Background: an optimization exercise with open tools, aiming at small area, a short achievable clock period and few clock cycles per item. Do not read the settings as production practice.
Function was checked by simulation only, so behaviour that the tests miss may differ from the original.
Power figures rest on the tool's default switching activity, not on a simulated workload.

==> module tsm_ctrl, before the edit <==
module tsm_ctrl (
    input  logic              clk,
    input  logic              rst_n,
    input  logic              start,
    output logic              busy,
    input  tsm_pkg::tsm_req_t request,
    output tsm_pkg::tsm_cmd_t cmd
);
    always_ff @(posedge clk or negedge rst_n)
    begin
        if (!rst_n)
        begin
            cmd.valid  <= 1'b0;
            cmd.create <= 1'b0;
            cmd.nort   <= 1'b0;
            cmd.resume <= 1'b0;
            cmd.yield  <= 1'b0;
            cmd.done   <= 1'b0;
        end
        else
        begin
            cmd.valid  <= start;
            cmd.create <= start && (request.opcode == tsm_pkg::OP_CREATE) && request.has_routine;
            cmd.nort   <= start && (request.opcode == tsm_pkg::OP_CREATE) && !request.has_routine;
            cmd.resume <= start && (request.opcode == tsm_pkg::OP_RESUME);
            cmd.yield  <= start && (request.opcode == tsm_pkg::OP_YIELD);
            cmd.done   <= start && (request.opcode == tsm_pkg::OP_DONE);
        end
    end
    always_ff @(posedge clk)
    begin
        cmd.idx    <= request.slot_index;
        cmd.idx_oh <= 64'd1 << request.slot_index;
    end
    assign busy = 1'b0;
endmodule
==> module tsm_datapath, before the edit <==
module tsm_datapath #(
    parameter int SLOTS = 64
) (
    input  logic              clk,
    input  logic              rst_n,
    input  tsm_pkg::tsm_cmd_t cmd,
    output tsm_pkg::tsm_rsp_t result,
    output logic              result_valid
);
    logic [5:0]       stk [SLOTS];
    logic [SLOTS-1:0] alive;
    logic       fv_reg;
    logic [5:0] fcm1_reg;
    logic [6:0] used_reg;
    logic [6:0] live_reg;
    logic       rv_reg;
    logic [5:0] rs_reg;
    logic       ad_reg;
    logic [1:0] code_reg;
    logic [5:0] slot_reg;
    logic       vr_reg;
    logic       pp_v_reg;
    logic [5:0] pp_s_reg;
    logic       lw_we_reg;
    logic [5:0] lw_wa_reg;
    logic       lw_wd_reg;
    logic       alive_idx;
    logic       alloc_pop, alloc_new, alloc, push, rok;
    logic [5:0] aslot;
    logic       we;
    assign alloc_pop = cmd.create && fv_reg;
    assign alloc_new = cmd.create && !fv_reg && !used_reg[6];
    assign alloc     = alloc_pop || alloc_new;
    assign aslot     = pp_v_reg ? pp_s_reg : (fv_reg ? stk[0] : used_reg[5:0]);
    assign push      = cmd.done && rv_reg;
    assign we = alloc || push;
    always_ff @(posedge clk)
    begin
        if (lw_we_reg)
        begin
            alive[lw_wa_reg] <= lw_wd_reg;
        end
    end
    always_ff @(posedge clk)
    begin
        lw_wa_reg <= cmd.create ? aslot : rs_reg;
        lw_wd_reg <= cmd.create;
        pp_s_reg  <= rs_reg;
    end
    assign alive_idx = (lw_we_reg && (lw_wa_reg == cmd.idx)) ? lw_wd_reg : |(alive & cmd.idx_oh);
    assign rok = cmd.resume && ({1'b0, cmd.idx} < used_reg) && alive_idx
                 && !(rv_reg && (rs_reg == cmd.idx));
    logic st_dn, st_up, st_hold;
    assign st_dn   = pp_v_reg && !cmd.create;
    assign st_up   = cmd.create && !pp_v_reg;
    assign st_hold = !(st_dn || st_up);
    always_ff @(posedge clk)
    begin
        stk[0] <= (st_hold ? stk[0] : 6'd0) | (st_dn ? pp_s_reg : 6'd0) | (st_up ? ~stk[1] : 6'd0);
        for (int i = 1; i < SLOTS - 1; i++)
        begin
            stk[i] <= ~((st_hold ? ~stk[i] : 6'd0) | (st_dn ? stk[i-1] : 6'd0)
                        | (st_up ? stk[i+1] : 6'd0));
        end
        stk[SLOTS-1] <= ~((st_hold ? ~stk[SLOTS-1] : 6'd0) | (st_dn ? stk[SLOTS-2] : 6'd0));
    end
    always_ff @(posedge clk or negedge rst_n)
    begin
        if (!rst_n)
        begin
            fv_reg    <= 1'b0;
            fcm1_reg  <= '0;
            used_reg  <= '0;
            live_reg  <= '0;
            rv_reg    <= 1'b0;
            rs_reg    <= '0;
            ad_reg    <= 1'b1;
            code_reg  <= '0;
            slot_reg  <= '0;
            vr_reg    <= 1'b0;
            pp_v_reg  <= 1'b0;
            lw_we_reg <= 1'b0;
        end
        else
        begin
            vr_reg    <= cmd.valid;
            pp_v_reg  <= push;
            lw_we_reg <= we;
            if (push)
            begin
                fv_reg   <= 1'b1;
                fcm1_reg <= fv_reg ? fcm1_reg + 6'd1 : 6'd0;
            end
            else if (alloc_pop)
            begin
                fv_reg   <= (fcm1_reg != 6'd0);
                fcm1_reg <= fcm1_reg - 6'd1;
            end
            if (alloc_new)
            begin
                used_reg <= used_reg + 7'd1;
            end
            if (alloc)
            begin
                live_reg <= live_reg + 7'd1;
                ad_reg   <= 1'b0;
            end
            else if (push)
            begin
                live_reg <= live_reg - 7'd1;
                ad_reg   <= (live_reg == 7'd1);
            end
            if (rok)
            begin
                rv_reg <= 1'b1;
                rs_reg <= cmd.idx;
            end
            else if (cmd.yield || cmd.done)
            begin
                rv_reg <= 1'b0;
                rs_reg <= '0;
            end
            code_reg[1] <= (cmd.create && !alloc) || (cmd.resume && !rok);
            code_reg[0] <= cmd.nort || (cmd.resume && !rok);
            slot_reg    <= alloc ? aslot : 6'd0;
        end
    end
    assign result.result_code      = code_reg;
    assign result.slot_out         = slot_reg;
    assign result.current_valid    = rv_reg;
    assign result.current_slot     = rs_reg;
    assign result.unfinished_count = live_reg;
    assign result.all_done         = ad_reg;
    assign result_valid            = vr_reg;
endmodule
clock: 5.0 ns
lec_check: 0
cap_margin: 20
core_margin: 2
core_utilization: 65
cts_cluster_diameter: 60
cts_cluster_size: 20
setup_slack_margin: 3.0
slew_margin: 20
run.sh (not shown) runs the stock make flow with config.mk's settings and CLKGATE_MAP_FILE= SYNTH_SCRIPT=/design/flow/synth_recipe.tcl, a recipe that flattens the netlist after the stock synthesis.
The starting point finished with timing, DRC and antenna clean.
Testbench counts at the start, summed over its fixed seeds: cycles 12,808, items 12,800.
Rerun with:
--- a/flow/design.v
+++ b/flow/design.v
@@ -28,7 +28,8 @@
         logic       yield;
         logic       done;
         logic [5:0] idx;
-        logic [63:0] idx_oh;   
+        logic [7:0] idx_lo;    
+        logic [7:0] idx_hi;    
     } tsm_cmd_t;
 endpackage
 module tsm_ctrl (
@@ -63,7 +64,8 @@
     always_ff @(posedge clk)
     begin
         cmd.idx    <= request.slot_index;
-        cmd.idx_oh <= 64'd1 << request.slot_index;
+        cmd.idx_lo <= 8'd1 << request.slot_index[2:0];
+        cmd.idx_hi <= 8'd1 << request.slot_index[5:3];
     end
     assign busy = 1'b0;
 endmodule
@@ -100,7 +102,7 @@
     assign alloc_pop = cmd.create && fv_reg;
     assign alloc_new = cmd.create && !fv_reg && !used_reg[6];
     assign alloc     = alloc_pop || alloc_new;
-    assign aslot     = pp_v_reg ? pp_s_reg : (fv_reg ? stk[0] : used_reg[5:0]);
+    assign aslot     = pp_v_reg ? pp_s_reg : (fv_reg ? stk_top : used_reg[5:0]);
     assign push      = cmd.done && rv_reg;
     assign we = alloc || push;
     always_ff @(posedge clk)
@@ -116,22 +118,36 @@
         lw_wd_reg <= cmd.create;
         pp_s_reg  <= rs_reg;
     end
-    assign alive_idx = (lw_we_reg && (lw_wa_reg == cmd.idx)) ? lw_wd_reg : |(alive & cmd.idx_oh);
+    logic [7:0] alive_grp;
+    always_comb
+    begin
+        for (int a = 0; a < 8; a++)
+        begin
+            alive_grp[a] = |(alive[8*a +: 8] & cmd.idx_lo);
+        end
+    end
+    assign alive_idx = (lw_we_reg && (lw_wa_reg == cmd.idx)) ? lw_wd_reg : |(alive_grp & cmd.idx_hi);
     assign rok = cmd.resume && ({1'b0, cmd.idx} < used_reg) && alive_idx
                  && !(rv_reg && (rs_reg == cmd.idx));
-    logic st_dn, st_up, st_hold;
+    logic       st_dn, st_up, st_hold;
+    logic       stk_inv_reg;
+    logic [5:0] stk_top;
+    logic [5:0] stk_in;
     assign st_dn   = pp_v_reg && !cmd.create;
     assign st_up   = cmd.create && !pp_v_reg;
     assign st_hold = !(st_dn || st_up);
-    always_ff @(posedge clk)
-    begin
-        stk[0] <= (st_hold ? stk[0] : 6'd0) | (st_dn ? pp_s_reg : 6'd0) | (st_up ? ~stk[1] : 6'd0);
+    assign stk_top = stk[0] ^ {6{stk_inv_reg}};
+    assign stk_in  = pp_s_reg ^ {6{stk_inv_reg}};
+    always_ff @(posedge clk)
+    begin
+        stk[0] <= ~((st_hold ? stk[0] : 6'd0) | (st_dn ? stk_in : 6'd0)
+                    | (st_up ? stk[1] : 6'd0));
         for (int i = 1; i < SLOTS - 1; i++)
         begin
-            stk[i] <= ~((st_hold ? ~stk[i] : 6'd0) | (st_dn ? stk[i-1] : 6'd0)
+            stk[i] <= ~((st_hold ? stk[i] : 6'd0) | (st_dn ? stk[i-1] : 6'd0)
                         | (st_up ? stk[i+1] : 6'd0));
         end
-        stk[SLOTS-1] <= ~((st_hold ? ~stk[SLOTS-1] : 6'd0) | (st_dn ? stk[SLOTS-2] : 6'd0));
+        stk[SLOTS-1] <= ~((st_hold ? stk[SLOTS-1] : 6'd0) | (st_dn ? stk[SLOTS-2] : 6'd0));
     end
     always_ff @(posedge clk or negedge rst_n)
     begin
@@ -144,17 +160,17 @@
             rv_reg    <= 1'b0;
             rs_reg    <= '0;
             ad_reg    <= 1'b1;
-            code_reg  <= '0;
-            slot_reg  <= '0;
             vr_reg    <= 1'b0;
             pp_v_reg  <= 1'b0;
             lw_we_reg <= 1'b0;
+            stk_inv_reg <= 1'b0;
         end
         else
         begin
             vr_reg    <= cmd.valid;
             pp_v_reg  <= push;
             lw_we_reg <= we;
+            stk_inv_reg <= !stk_inv_reg;
             if (push)
             begin
                 fv_reg   <= 1'b1;
@@ -189,10 +205,13 @@
                 rv_reg <= 1'b0;
                 rs_reg <= '0;
             end
-            code_reg[1] <= (cmd.create && !alloc) || (cmd.resume && !rok);
-            code_reg[0] <= cmd.nort || (cmd.resume && !rok);
-            slot_reg    <= alloc ? aslot : 6'd0;
-        end
+        end
+    end
+    always_ff @(posedge clk)
+    begin
+        code_reg[1] <= (cmd.create && !alloc) || (cmd.resume && !rok);
+        code_reg[0] <= cmd.nort || (cmd.resume && !rok);
+        slot_reg    <= alloc ? aslot : 6'd0;
     end
     assign result.result_code      = code_reg;
     assign result.slot_out         = slot_reg;
After rerunning:
- The new run finished clean
- die area shrinks by about 11%
- global-route usage shrinks by 1.3 points
- count of clock-buffer cells in the layout shrinks by 9
- synthesized cell count shrinks by 23%
- via count shrinks by about 12%
- worst setup slack improved by 0.028 ns
- combinational power shrinks by about 22%
- power shrinks by 9.9%
Testbench counts after the change, summed over its fixed seeds: cycles 12,808, items 12,800.

[re-timing with driven ports]
The results above use ideal ports. As a check the final layouts listed here were re-extracted and re-timed, cells and wires unchanged.
Step 1 (the two cells are an assumption about what drives the block):
set clk [get_ports {clk}]
set_driving_cell -lib_cell sky130_fd_sc_hd__clkbuf_16 $clk
set_driving_cell -lib_cell sky130_fd_sc_hd__buf_2 [delete_from_list [all_inputs] $clk]
Step 2 moves the port delays by t, midway between the first and last clock arrival at a register: inputs arrive t later, outputs are due t later. That takes back most of the time a late clock gives input paths.
Slacks: no drivers / after step 1 / after step 2; pairs: no drivers / after step 1.
run	t (ns)	setup WS [ns]	slew at the worst register clock pin (ns)
the first run	0.593	2.804 / 2.771 / 2.445	0.09 / 0.09
the second run	0.577	2.832 / 2.781 / 2.839	0.08 / 0.08
After both steps setup and hold are still met in every run listed. For the first run, which loses most, drivers alone change the setup slack by -0.033 ns; drivers and shift together by -0.359 ns.
